Background: an optimization exercise with open tools, aiming at small area, a short achievable clock period and few clock cycles per item. Do not read the settings as production practice. The RTL was checked by simulation tests, not by an equivalence proof against the original design. Power and IR drop assume default switching activity.

==> inputs of trial 79 <==
==> flow/design.v <==
package ser_pkg;
    typedef struct packed {
        logic [29-1:0] field_id;
        logic [5-1:0]     field_type;
        logic                       nested;
    } table_entry_t;
    typedef struct packed {
        logic                       valid;
        logic                       write;
        logic [64-1:0]     addr;
        logic [10-1:0][7:0] data;
        logic [10-1:0]      lane_en;
    } mem_req_t;
    typedef struct packed {
        logic        valid;
        logic [63:0] data;
    } mem_rsp_t;
    typedef struct packed {
        logic [31:0] hi;
        logic [31:0] lo;
    } value_halves_t;
    typedef union packed {
        logic [63:0]   full;
        value_halves_t half;
    } value_word_u;
    typedef struct packed {
        logic                   start;
        logic [63:0]            value;
        logic [64-1:0] end_addr;
    } write_cmd_t;
    function automatic logic [3:0] varint_length(input logic [63:0] value);
        logic [3:0] len;
        len = 4'd1;
        for (int i = 1; i < 10; i++)
        begin
            if ((value >> (7 * i)) != 64'd0)
                len = 4'(i + 1);
        end
        varint_length = len;
    endfunction
endpackage
`timescale 1ns/1ns
module nest_stack (
    input  logic                       clk,
    input  logic                       reset,
    input  logic                       push,
    input  logic                       pop,
    input  logic [29-1:0] push_field_id,
    input  logic [64-1:0]     push_write_point,
    output logic [29-1:0] top_field_id,
    output logic [64-1:0]     top_write_point
);
    localparam int ROWS = 16 - 1;
    logic [29-1:0] id_mem [ROWS];
    logic [64-1:0]     wp_mem [ROWS];
    logic [3:0]                 n_below;
    logic [3:0]                 below_idx;     
    logic                       nonempty;
    logic                       nonempty_below;
    assign nonempty_below = (n_below != '0);
    always_ff @(posedge clk)
    begin
        if (push && nonempty)
        begin
            for (int i = 0; i < ROWS; i++)
            begin
                if (n_below == 4'(i))
                begin
                    id_mem[i] <= top_field_id;
                    wp_mem[i] <= top_write_point;
                end
            end
        end
    end
    always_ff @(posedge clk)
    begin
        if (push)
        begin
            top_field_id <= push_field_id;
            top_write_point <= push_write_point;
        end
        else if (pop && nonempty_below)
        begin
            top_field_id <= id_mem[below_idx];
            top_write_point <= wp_mem[below_idx];
        end
    end
    always_ff @(posedge clk)
    begin
        if (reset)
        begin
            n_below <= '0;
            below_idx <= 4'hF;
            nonempty <= 1'b0;
        end
        else if (push)
        begin
            nonempty <= 1'b1;
            if (nonempty)
            begin
                n_below <= n_below + 1'b1;
                below_idx <= below_idx + 1'b1;
            end
        end
        else if (pop)
        begin
            nonempty <= (n_below != '0);
            if (n_below != '0)
            begin
                n_below <= n_below - 1'b1;
                below_idx <= below_idx - 1'b1;
            end
        end
    end
endmodule
`timescale 1ns/1ns
module ser_top
(
    input  logic                       clk,
    input  logic                       reset,
    input  logic                       en,
    input  logic                       entry_valid,
    input  logic [29-1:0] entry_field_id,
    input  logic [5-1:0]     entry_type,
    input  logic                       entry_nested,
    input  logic [64-1:0]     addr,
    input  logic                       mem_rsp_valid,
    input  logic [63:0]                mem_rsp_data,
    output logic                       mem_req_valid,
    output logic                       mem_req_write,
    output logic [64-1:0]     mem_req_addr,
    output logic [8*10-1:0]    mem_req_data,
    output logic [10-1:0]      mem_req_lane_en,
    output logic                       ready,
    output logic                       done,
    output logic [64-1:0]     write_point
);
    localparam int NQ = 4;                  
    localparam int ND = 3;                  
    localparam int QP = $clog2(NQ);
    localparam int DP = $clog2(ND);
    localparam int C_I32 = 0;
    localparam int C_U32 = 1;
    localparam int C_S32 = 2;
    localparam int C_S64 = 3;
    logic                       ready_q;
    logic                       accept;
    logic                       in_close;
    logic                       in_scalar;
    logic [3:0]                 in_cls;
    logic [4:0]                 in_kl;           
    assign ready = ready_q;
    assign accept = ready_q && en && entry_valid;
    assign in_close = !entry_nested && (entry_field_id == '0);
    assign in_scalar = !entry_nested && (entry_field_id != '0);
    always_comb
    begin
        in_cls = '0;
        in_cls[C_I32] = (entry_type == 5'd5);
        in_cls[C_U32] = (entry_type == 5'd13);
        in_cls[C_S32] = (entry_type == 5'd17);
        in_cls[C_S64] = (entry_type == 5'd18);
    end
    function automatic logic [4:0] key_len_oh(input logic [28:0] id);
        logic [4:0] oh;
        if (id[28:25] != '0)      oh = 5'b10000;
        else if (id[24:18] != '0) oh = 5'b01000;
        else if (id[17:11] != '0) oh = 5'b00100;
        else if (id[10:4] != '0)  oh = 5'b00010;
        else                      oh = 5'b00001;
        key_len_oh = oh;
    endfunction
    assign in_kl = key_len_oh(entry_field_id);
    logic                   a_rd;
    logic                   a_rd_n;
    assign a_rd_n = accept && in_scalar;
    always_ff @(posedge clk)
    begin
        a_rd <= !reset && a_rd_n;
    end
    localparam int QW = 2 + 29 + 5;
    logic [QW-1:0]              q_row [NQ];
    logic [QW-1:0]              q_in;
    logic [QP:0]                q_cnt;
    logic                       q_pop;
    assign q_in = {entry_nested, in_close, entry_field_id, in_kl};
    always_ff @(posedge clk)
    begin
        for (int i = 0; i < NQ; i++)
        begin
            if (q_pop)
            begin
                if (q_cnt == (QP+1)'(i + 1))
                    q_row[i] <= q_in;
                else if (i + 1 < NQ)
                    q_row[i] <= q_row[(i + 1) % NQ];
            end
            else if (q_cnt == (QP+1)'(i))
                q_row[i] <= q_in;
        end
    end
    logic [63:0]   r_data [ND];     
    logic [63:0]   r_in;
    logic [3:0]    r_cls  [ND];
    logic [DP-1:0] r_tail;
    logic [DP-1:0] s_tail;
    logic [DP:0]   r_cnt;
    logic [DP:0]   s_cnt;           
    logic          r_pop;
    function automatic logic [63:0] decode(input logic [3:0] cls, input logic [63:0] w);
        if (cls[C_I32])
            decode = {{32{w[31]}}, w[31:0]};
        else if (cls[C_U32])
            decode = {32'd0, w[31:0]};
        else if (cls[C_S32])
            decode = {32'd0, {w[30:0], 1'b0} ^ {32{w[31]}}};
        else if (cls[C_S64])
            decode = {w[62:0], 1'b0} ^ {64{w[63]}};
        else
            decode = w;
    endfunction
    function automatic logic [DP-1:0] r_next(input logic [DP-1:0] p);
        r_next = (p == DP'(ND - 1)) ? '0 : p + 1'b1;
    endfunction
    always_ff @(posedge clk)
    begin
        for (int i = 0; i < ND; i++)
        begin
            if (s_tail == DP'(i) && s_cnt != (DP+1)'(ND))
                r_cls[i] <= in_cls;
            if (r_pop)
            begin
                if (r_cnt == (DP+1)'(i + 1))
                    r_data[i] <= r_in;
                else if (i + 1 < ND)
                    r_data[i] <= r_data[(i + 1) % ND];
            end
            else if (r_cnt == (DP+1)'(i))
                r_data[i] <= r_in;
        end
    end
    assign r_in = decode(r_cls[r_tail], mem_rsp_data);
    logic                       push;
    logic                       pop;
    logic [29-1:0] top_id;
    logic [64-1:0]     top_wp;
    logic [59:0]                wp_hi;
    logic [59:0]                wp_hi_m1;       
    logic [3:0]                 wp_lo;
    logic [64-1:0]     wp;
    assign wp = {wp_hi, wp_lo};
    assign write_point = wp;
    logic                       h_nest;
    logic                       h_close;
    logic [29-1:0] h_id;
    logic [4:0]                 h_kl;
    logic                       h_valid;
    logic                       r_avail;
    assign {h_nest, h_close, h_id, h_kl} = q_row[0];
    assign h_valid = (q_cnt != '0);
    assign r_avail = (r_cnt != '0);
    logic                       p1_v;
    logic                       p1_nest;
    logic                       p1_close;
    logic [29-1:0] p1_id;
    logic [4:0]                 p1_kl;
    logic [63:0]                p1_val;
    logic [9:1]                 p1_vnz;         
    logic [14:0]                p1_tlt;         
    logic [4:0]                 h_kl2;
    logic [9:0]                 h_vnz;
    logic [14:0]                h_tlt;
    logic [63:0]                h_val;
    logic                       p1_load;
    logic                       p1_free;
    logic                       p2_go;
    logic                       p2_done;
    logic                       p_ph;           
    nest_stack stack (
        .clk              (clk),
        .reset            (reset),
        .push             (push),
        .pop              (pop),
        .push_field_id    (p1_id),
        .push_write_point (wp),
        .top_field_id     (top_id),
        .top_write_point  (top_wp)
    );
    assign p1_free = !p1_v || p2_done;
    assign p1_load = h_valid && (h_nest ? p1_free : h_close ? !p1_v : (p1_free && r_avail));
    assign q_pop = p1_load;
    assign r_pop = p1_load && !h_nest && !h_close;
    assign h_val = h_close ? (top_wp - wp) : r_data[0];
    assign h_kl2 = h_close ? key_len_oh(top_id) : h_kl;
    always_comb
    begin
        h_vnz[0] = 1'b1;
        for (int i = 1; i < 10; i++)
            h_vnz[i] = ((h_val >> (7*i)) != '0);
        h_tlt = '0;
        for (int k = 0; k < 5; k++)
            if (h_kl2[k])
                for (int j = 0; j < 15; j++)
                    h_tlt[j] = (j <= k) ? 1'b1 : (j - k - 1 < 10) ? h_vnz[(j - k - 1) % 10] : 1'b0;
    end
    always_ff @(posedge clk)
    begin
        if (p1_load)
        begin
            p1_nest <= h_nest;
            p1_close <= h_close;
            p1_id <= h_close ? top_id : h_id;
            p1_kl <= h_kl2;
            p1_val <= h_val;
            p1_vnz <= h_vnz[9:1];
            p1_tlt <= h_tlt;
        end
    end
    logic                   w_v;
    logic                   w_wr;
    logic                   w_fin;
    logic [64-1:0] w_addr;
    logic [79:0]            w_data;
    logic [9:0]             w_lanes;
    logic                   w_issue;
    logic                   w_room;
    assign w_issue = w_v && !(a_rd && w_wr);
    assign w_room = !w_v || w_issue;
    logic [63:0]   v;
    logic [31:0]   key;
    logic [4:0]    kl;
    logic [9:0]    vnz;             
    logic [4:0]    knz;
    logic [7:0]    vb [10];
    logic [7:0]    kb [5];
    logic [7:0]    sb [15];
    logic [9:0]    lanes1;
    logic [4:0]    lanes2;
    logic          big;             
    logic [4:0]    lo_diff;
    logic [64-1:0] wp_new;
    always_comb
    begin
        v = p1_val;
        key = {p1_id, p1_close ? 3'd2 : 3'd0};
        kl = p1_kl;
        vnz = {p1_vnz, 1'b1};
        knz[0] = 1'b1;
        for (int i = 1; i < 5; i++)
            knz[i] = ((key >> (7*i)) != '0);
        for (int i = 0; i < 9; i++)
            vb[i] = {vnz[i+1], v[7*i +: 7]};
        vb[9] = {7'd0, v[63]};
        for (int i = 0; i < 4; i++)
            kb[i] = {knz[i+1], key[7*i +: 7]};
        kb[4] = {4'd0, key[31:28]};
        for (int j = 0; j < 15; j++)
        begin
            sb[j] = '0;
            for (int k = 0; k < 5; k++)
            begin
                if (kl[k])
                begin
                    if (j <= k)
                        sb[j] = kb[j];
                    else if (j - k - 1 < 10)
                        sb[j] = vb[j - k - 1];
                end
            end
        end
        lanes1 = p1_tlt[9:0];
        lanes2 = p1_tlt[14:10];
        big = p1_tlt[10];
        lo_diff = '0;
        for (int t = 2; t < 16; t++)
            if (p1_tlt[t - 1] && (t == 15 || !p1_tlt[t % 15]))
                lo_diff = lo_diff | ({1'b0, wp_lo} - 5'(t));
        wp_new = {lo_diff[4] ? wp_hi_m1 : wp_hi, lo_diff[3:0]};
    end
    logic p_first;                  
    assign p2_go = p1_v && w_room;
    assign p_first = p2_go && !p_ph;
    assign p2_done = p2_go && (p1_nest || p_ph || !big);
    assign push = p2_go && p1_nest;
    assign pop = p_first && p1_close;
    always_ff @(posedge clk)
    begin
        if (reset)
        begin
            ready_q <= 1'b1;
            q_cnt <= '0;
            r_tail <= '0;
            s_tail <= '0;
            r_cnt <= '0;
            s_cnt <= '0;
            wp_hi <= 60'(64'h300 >> 4);
            wp_hi_m1 <= 60'(64'h300 >> 4) - 60'd1;
            wp_lo <= 4'(64'h300);
            p1_v <= 1'b0;
            p_ph <= 1'b0;
            w_v <= 1'b0;
        end
        else
        begin
            q_cnt <= q_cnt + (QP+1)'(accept) - (QP+1)'(q_pop);
            if (accept && in_scalar)
                s_tail <= r_next(s_tail);
            if (mem_rsp_valid)
                r_tail <= r_next(r_tail);
            r_cnt <= r_cnt + (DP+1)'(mem_rsp_valid) - (DP+1)'(r_pop);
            s_cnt <= s_cnt + (DP+1)'(accept && in_scalar) - (DP+1)'(r_pop);
            ready_q <= !(((q_cnt == (QP+1)'(NQ)) && (accept || !q_pop)) ||
                         ((q_cnt == (QP+1)'(NQ - 1)) && accept && !q_pop)) &&
                       !(((s_cnt == (DP+1)'(ND)) && (a_rd_n || !r_pop)) ||
                         ((s_cnt == (DP+1)'(ND - 1)) && a_rd_n && !r_pop));
            if (p1_load)
                p1_v <= 1'b1;
            else if (p2_done)
                p1_v <= 1'b0;
            if (p_first && !p1_nest)
            begin
                wp_lo <= lo_diff[3:0];
                if (lo_diff[4])
                begin
                    wp_hi <= wp_hi_m1;
                    wp_hi_m1 <= wp_hi_m1 - 60'd1;
                end
            end
            if (p2_go)
                p_ph <= p_first && !p1_nest && big;
            if (w_issue)
                w_v <= 1'b0;
            if (p2_go)
                w_v <= 1'b1;
        end
    end
    always_ff @(posedge clk)
    begin
        if (p2_go)
        begin
            w_wr <= !p1_nest;
            w_fin <= p1_nest || p_ph || !big;
            if (!p_ph)
            begin
                w_addr <= wp_new;
                for (int j = 0; j < 10; j++)
                    w_data[8*j +: 8] <= sb[j];
                w_lanes <= lanes1;
            end
            else
            begin
                w_addr <= wp + 64'd10;
                for (int j = 0; j < 10; j++)
                    w_data[8*j +: 8] <= (j < 5) ? sb[j + 10] : 8'd0;
                w_lanes <= {5'd0, lanes2};
            end
        end
    end
    logic                   w_v_n;
    logic                   w_wr_n;
    logic                   w_fin_n;
    logic [64-1:0] w_addr_n;
    logic                   o_valid;
    logic                   o_write;
    logic                   o_done;
    logic [64-1:0] o_addr;
    always_comb
    begin
        w_v_n = p2_go || (w_v && !w_issue);
        w_wr_n = w_wr;
        w_fin_n = w_fin;
        w_addr_n = w_addr;
        if (p2_go)
        begin
            w_wr_n = !p1_nest;
            w_fin_n = p1_nest || p_ph || !big;
            w_addr_n = p_ph ? wp + 64'd10 : wp_new;
        end
    end
    always_ff @(posedge clk)
    begin
        o_addr <= a_rd_n ? addr : w_addr_n;
        o_write <= !a_rd_n;
        if (reset)
        begin
            o_valid <= 1'b0;
            o_done <= 1'b0;
        end
        else
        begin
            o_valid <= a_rd_n || (w_v_n && w_wr_n);
            o_done <= w_v_n && w_fin_n && !(a_rd_n && w_wr_n);
        end
    end
    assign done = o_done;
    assign mem_req_valid = o_valid;
    assign mem_req_write = o_write;
    assign mem_req_addr = o_addr;
    assign mem_req_data = w_data;
    assign mem_req_lane_en = w_lanes;
endmodule
==> flow/run.sh <==
#!/bin/bash
# synth_recipe.tcl (not shown) runs the flow's synth.tcl, then flattens the netlist and writes it again
# the make line also repeats each setting of config.mk as NAME=value (left out here)
make -C /OpenROAD-flow-scripts/flow DESIGN_CONFIG=/design/flow/config.mk WORK_HOME=/design/flow/orfs CLKGATE_MAP_FILE= SYNTH_SCRIPT=/design/flow/synth_recipe.tcl finish
==> flow/config.mk <==
export PLATFORM = sky130hd
export DESIGN_NAME = ser_top
export DESIGN_NICKNAME = ser_top
export VERILOG_FILES = /design/flow/design.v
export SDC_FILE = /design/flow/constraint.sdc
export NUM_CORES = 4
export LEC_CHECK = 0
export CAP_MARGIN = 20
export CORE_MARGIN = 2
export CORE_UTILIZATION = 40
export SLEW_MARGIN = 20
==> flow/constraint.sdc <==
create_clock -name core_clock -period 11.0 [get_ports {clk}]
set_input_delay 2.2000 -clock core_clock [delete_from_list [all_inputs] [get_ports {clk}]]
set_output_delay 2.2000 -clock core_clock [all_outputs]
set_load 0.01 [all_outputs]
==> build 68: changes against trial 79 <==
--- a/flow/design.v
+++ b/flow/design.v
@@ -137,5 +137,5 @@
 );
     localparam int NQ = 4;                  
-    localparam int ND = 3;                  
+    localparam int ND = 4;                  
     localparam int QP = $clog2(NQ);
     localparam int DP = $clog2(ND);
@@ -182,7 +182,23 @@
     logic [QW-1:0]              q_row [NQ];
     logic [QW-1:0]              q_in;
-    logic [QP:0]                q_cnt;
+    logic [NQ-1:0]              q_th;           
     logic                       q_pop;
     assign q_in = {entry_nested, in_close, entry_field_id, in_kl};
+    function automatic logic [NQ-1:0] th_step(input logic [NQ-1:0] th, input logic up, input logic dn);
+        if (up && !dn)
+            th_step = {th[NQ-2:0], 1'b1};
+        else if (dn && !up)
+            th_step = {1'b0, th[NQ-1:1]};
+        else
+            th_step = th;
+    endfunction
+    function automatic logic [ND-1:0] th_step_d(input logic [ND-1:0] th, input logic up, input logic dn);
+        if (up && !dn)
+            th_step_d = {th[ND-2:0], 1'b1};
+        else if (dn && !up)
+            th_step_d = {1'b0, th[ND-1:1]};
+        else
+            th_step_d = th;
+    endfunction
     always_ff @(posedge clk)
     begin
@@ -191,10 +207,10 @@
             if (q_pop)
             begin
-                if (q_cnt == (QP+1)'(i + 1))
+                if (q_th[i] && (i + 1 == NQ || !q_th[(i + 1) % NQ]))
                     q_row[i] <= q_in;
                 else if (i + 1 < NQ)
                     q_row[i] <= q_row[(i + 1) % NQ];
             end
-            else if (q_cnt == (QP+1)'(i))
+            else if ((i == 0 || q_th[(i + NQ - 1) % NQ]) && !q_th[i])
                 q_row[i] <= q_in;
         end
@@ -205,6 +221,6 @@
     logic [DP-1:0] r_tail;
     logic [DP-1:0] s_tail;
-    logic [DP:0]   r_cnt;
-    logic [DP:0]   s_cnt;           
+    logic [ND-1:0] r_th;            
+    logic [ND-1:0] s_th;            
     logic          r_pop;
     function automatic logic [63:0] decode(input logic [3:0] cls, input logic [63:0] w);
@@ -227,14 +243,14 @@
         for (int i = 0; i < ND; i++)
         begin
-            if (s_tail == DP'(i) && s_cnt != (DP+1)'(ND))
+            if (s_tail == DP'(i) && !s_th[ND-1])
                 r_cls[i] <= in_cls;
             if (r_pop)
             begin
-                if (r_cnt == (DP+1)'(i + 1))
+                if (r_th[i] && (i + 1 == ND || !r_th[(i + 1) % ND]))
                     r_data[i] <= r_in;
                 else if (i + 1 < ND)
                     r_data[i] <= r_data[(i + 1) % ND];
             end
-            else if (r_cnt == (DP+1)'(i))
+            else if ((i == 0 || r_th[(i + ND - 1) % ND]) && !r_th[i])
                 r_data[i] <= r_in;
         end
@@ -246,7 +262,10 @@
     logic [64-1:0]     top_wp;
     logic [59:0]                wp_hi;
-    logic [59:0]                wp_hi_m1;       
+    logic [59:0]                hm1_q;
+    logic                       pb;             
+    logic [59:0]                hi_m1;          
     logic [3:0]                 wp_lo;
     logic [64-1:0]     wp;
+    assign hi_m1 = pb ? hm1_q - 60'd1 : hm1_q;
     assign wp = {wp_hi, wp_lo};
     assign write_point = wp;
@@ -258,6 +277,6 @@
     logic                       r_avail;
     assign {h_nest, h_close, h_id, h_kl} = q_row[0];
-    assign h_valid = (q_cnt != '0);
-    assign r_avail = (r_cnt != '0);
+    assign h_valid = q_th[0];
+    assign r_avail = r_th[0];
     logic                       p1_v;
     logic                       p1_nest;
@@ -273,4 +292,6 @@
     logic [63:0]                h_val;
     logic                       p1_load;
+    logic [63:0]                cl_val;
+    logic                       cl_ok;
     logic                       p1_free;
     logic                       p2_go;
@@ -288,8 +309,16 @@
     );
     assign p1_free = !p1_v || p2_done;
-    assign p1_load = h_valid && (h_nest ? p1_free : h_close ? !p1_v : (p1_free && r_avail));
+    assign p1_load = h_valid && (h_nest ? p1_free : h_close ? (!p1_v && cl_ok) : (p1_free && r_avail));
     assign q_pop = p1_load;
     assign r_pop = p1_load && !h_nest && !h_close;
-    assign h_val = h_close ? (top_wp - wp) : r_data[0];
+    assign h_val = h_close ? cl_val : r_data[0];
+    always_ff @(posedge clk)
+    begin
+        cl_val <= top_wp - wp;
+        if (reset)
+            cl_ok <= 1'b0;
+        else
+            cl_ok <= !p_first;
+    end
     assign h_kl2 = h_close ? key_len_oh(top_id) : h_kl;
     always_comb
@@ -320,5 +349,5 @@
     logic                   w_wr;
     logic                   w_fin;
-    logic [64-1:0] w_addr;
+    logic                   w_sec;          
     logic [79:0]            w_data;
     logic [9:0]             w_lanes;
@@ -376,5 +405,5 @@
             if (p1_tlt[t - 1] && (t == 15 || !p1_tlt[t % 15]))
                 lo_diff = lo_diff | ({1'b0, wp_lo} - 5'(t));
-        wp_new = {lo_diff[4] ? wp_hi_m1 : wp_hi, lo_diff[3:0]};
+        wp_new = {lo_diff[4] ? hi_m1 : wp_hi, lo_diff[3:0]};
     end
     logic p_first;                  
@@ -389,11 +418,12 @@
         begin
             ready_q <= 1'b1;
-            q_cnt <= '0;
+            q_th <= '0;
             r_tail <= '0;
             s_tail <= '0;
-            r_cnt <= '0;
-            s_cnt <= '0;
+            r_th <= '0;
+            s_th <= '0;
             wp_hi <= 60'(64'h300 >> 4);
-            wp_hi_m1 <= 60'(64'h300 >> 4) - 60'd1;
+            hm1_q <= 60'(64'h300 >> 4) - 60'd1;
+            pb <= 1'b0;
             wp_lo <= 4'(64'h300);
             p1_v <= 1'b0;
@@ -403,28 +433,25 @@
         else
         begin
-            q_cnt <= q_cnt + (QP+1)'(accept) - (QP+1)'(q_pop);
+            q_th <= th_step(q_th, accept, q_pop);
             if (accept && in_scalar)
                 s_tail <= r_next(s_tail);
             if (mem_rsp_valid)
                 r_tail <= r_next(r_tail);
-            r_cnt <= r_cnt + (DP+1)'(mem_rsp_valid) - (DP+1)'(r_pop);
-            s_cnt <= s_cnt + (DP+1)'(accept && in_scalar) - (DP+1)'(r_pop);
-            ready_q <= !(((q_cnt == (QP+1)'(NQ)) && (accept || !q_pop)) ||
-                         ((q_cnt == (QP+1)'(NQ - 1)) && accept && !q_pop)) &&
-                       !(((s_cnt == (DP+1)'(ND)) && (a_rd_n || !r_pop)) ||
-                         ((s_cnt == (DP+1)'(ND - 1)) && a_rd_n && !r_pop));
+            r_th <= th_step_d(r_th, mem_rsp_valid, r_pop);
+            s_th <= th_step_d(s_th, a_rd_n, r_pop);
+            ready_q <= !((q_th[NQ-1] && (accept || !q_pop)) ||
+                         (q_th[NQ-2] && !q_th[NQ-1] && accept && !q_pop)) &&
+                       !((s_th[ND-1] && (a_rd_n || !r_pop)) ||
+                         (s_th[ND-2] && !s_th[ND-1] && a_rd_n && !r_pop));
             if (p1_load)
                 p1_v <= 1'b1;
             else if (p2_done)
                 p1_v <= 1'b0;
+            hm1_q <= hi_m1;
+            pb <= p_first && !p1_nest && lo_diff[4];
+            if (p_first && !p1_nest && lo_diff[4])
+                wp_hi <= hi_m1;
             if (p_first && !p1_nest)
-            begin
                 wp_lo <= lo_diff[3:0];
-                if (lo_diff[4])
-                begin
-                    wp_hi <= wp_hi_m1;
-                    wp_hi_m1 <= wp_hi_m1 - 60'd1;
-                end
-            end
             if (p2_go)
                 p_ph <= p_first && !p1_nest && big;
@@ -441,7 +468,7 @@
             w_wr <= !p1_nest;
             w_fin <= p1_nest || p_ph || !big;
+            w_sec <= p_ph;
             if (!p_ph)
             begin
-                w_addr <= wp_new;
                 for (int j = 0; j < 10; j++)
                     w_data[8*j +: 8] <= sb[j];
@@ -450,5 +477,4 @@
             else
             begin
-                w_addr <= wp + 64'd10;
                 for (int j = 0; j < 10; j++)
                     w_data[8*j +: 8] <= (j < 5) ? sb[j + 10] : 8'd0;
@@ -470,5 +496,5 @@
         w_wr_n = w_wr;
         w_fin_n = w_fin;
-        w_addr_n = w_addr;
+        w_addr_n = w_sec ? wp + 64'd10 : wp;
         if (p2_go)
         begin
==> flow/flow/run.sh (new file) <==
#!/bin/bash
# Standard layout, with the timing repair asked to leave more setup slack than
# the clock period needs (the clock period and constraints are unchanged).
set -o pipefail
bash standard.sh SETUP_SLACK_MARGIN=7.5 finish > flow_make.log 2>&1
==> flow/standard.sh (new file) <==
#!/bin/bash
# synth_recipe.tcl (not shown) runs the flow's synth.tcl, then flattens the netlist and writes it again
# the make line also repeats each setting of config.mk as NAME=value (left out here)
make -C /OpenROAD-flow-scripts/flow DESIGN_CONFIG=/design/flow/config.mk WORK_HOME=/design/flow/orfs CLKGATE_MAP_FILE= SYNTH_SCRIPT=/design/flow/synth_recipe.tcl "${@:-finish}"
- CORE_UTILIZATION: 40 -> 60
- CTS_CLUSTER_DIAMETER: default -> 100
- CTS_CLUSTER_SIZE: default -> 22
removed: flow/run.sh
==> summary.txt <==
Power
  • Total Power: 17.1 mW
  • Clock net power: 4.93 mW

Route
  • Final WL: 338 mm
  • Drt wl/cell: 31.7 um

Global route
  • Met3 Use GR: 0.0757
  • Global-route wire length before repair: 473 mm
  • Largest net degree at the start of global routing: 116

STA
  • Fin crit share: 0.336

Layout
  • Layout Area Growth over Synthesis: 12.9%
  • Non-clock inverter total of the final layout: 121
  • Largest regs: stack.wp_mem x960, stack.id_mem x435, r_data x256

Logic synthesis
  • Syn Area/Cell: 12.4 sq um

Placed design
  • Placed cell count: 10200

Outcome
  • Outcome: complete, no violations
(the above is from build 68)
==> summary.txt <==
Global route
  • Largest net degree at the start of global routing: 94
  • Global-route wire length before repair: 493 mm
  • Met3 Use GR: 0.0484

Placed design
  • Placed cell count: 11400
  • # port buffers: 389

Logic synthesis
  • Syn Area/Cell: 12.2 sq um

Layout
  • Layout Area Growth over Synthesis: 14.7%
  • Non-clock inverter total of the final layout: 132
  • Most common cell after layout, fill and taps aside: edfxtp_1

Power
  • Clock net power: 7.80 mW

Route
  • Drt wl/cell: 29.5 um
  • Final WL: 349 mm

Outcome
  • Outcome: complete, no violations

STA
  • Fin crit share: 0.562
(the above is from trial 79)
Testbench counts of trial 79, summed over its fixed seeds: cycles 4,561, entries 2,048.
Testbench counts of build 68, summed over its fixed seeds: cycles 4,593, entries 2,048.

==> port drivers added, routing unchanged <==
No port has a modelled driver above. Below, the same layouts with a new extraction and two added sets of constraints.
Step 1 assumes that a clkbuf_16 drives the clock port and a buf_2 every other input.
Step 2, shift: input delay + t, output delay - t, t = (earliest + latest rising clock arrival at the registers) / 2. This alone moves slack from input paths to output paths.
a / b / c = ideal ports / drivers / drivers and shift; a / b = the first two.
run | t, ns | setup WS [ns] | slew at the worst register clock pin (ns) | pins driven straight from the clock port
trial 79 | 0.971 | 4.815 / 4.815 / 4.815 | 0.07 / 0.07 | 1
build 68 | 0.860 | 7.308 / 7.222 / 6.568 | 0.10 / 0.10 | 1
After both steps every run listed still meets setup and hold. For build 68, which loses most, drivers alone change the setup slack by -0.086 ns; drivers and shift together by -0.740 ns.
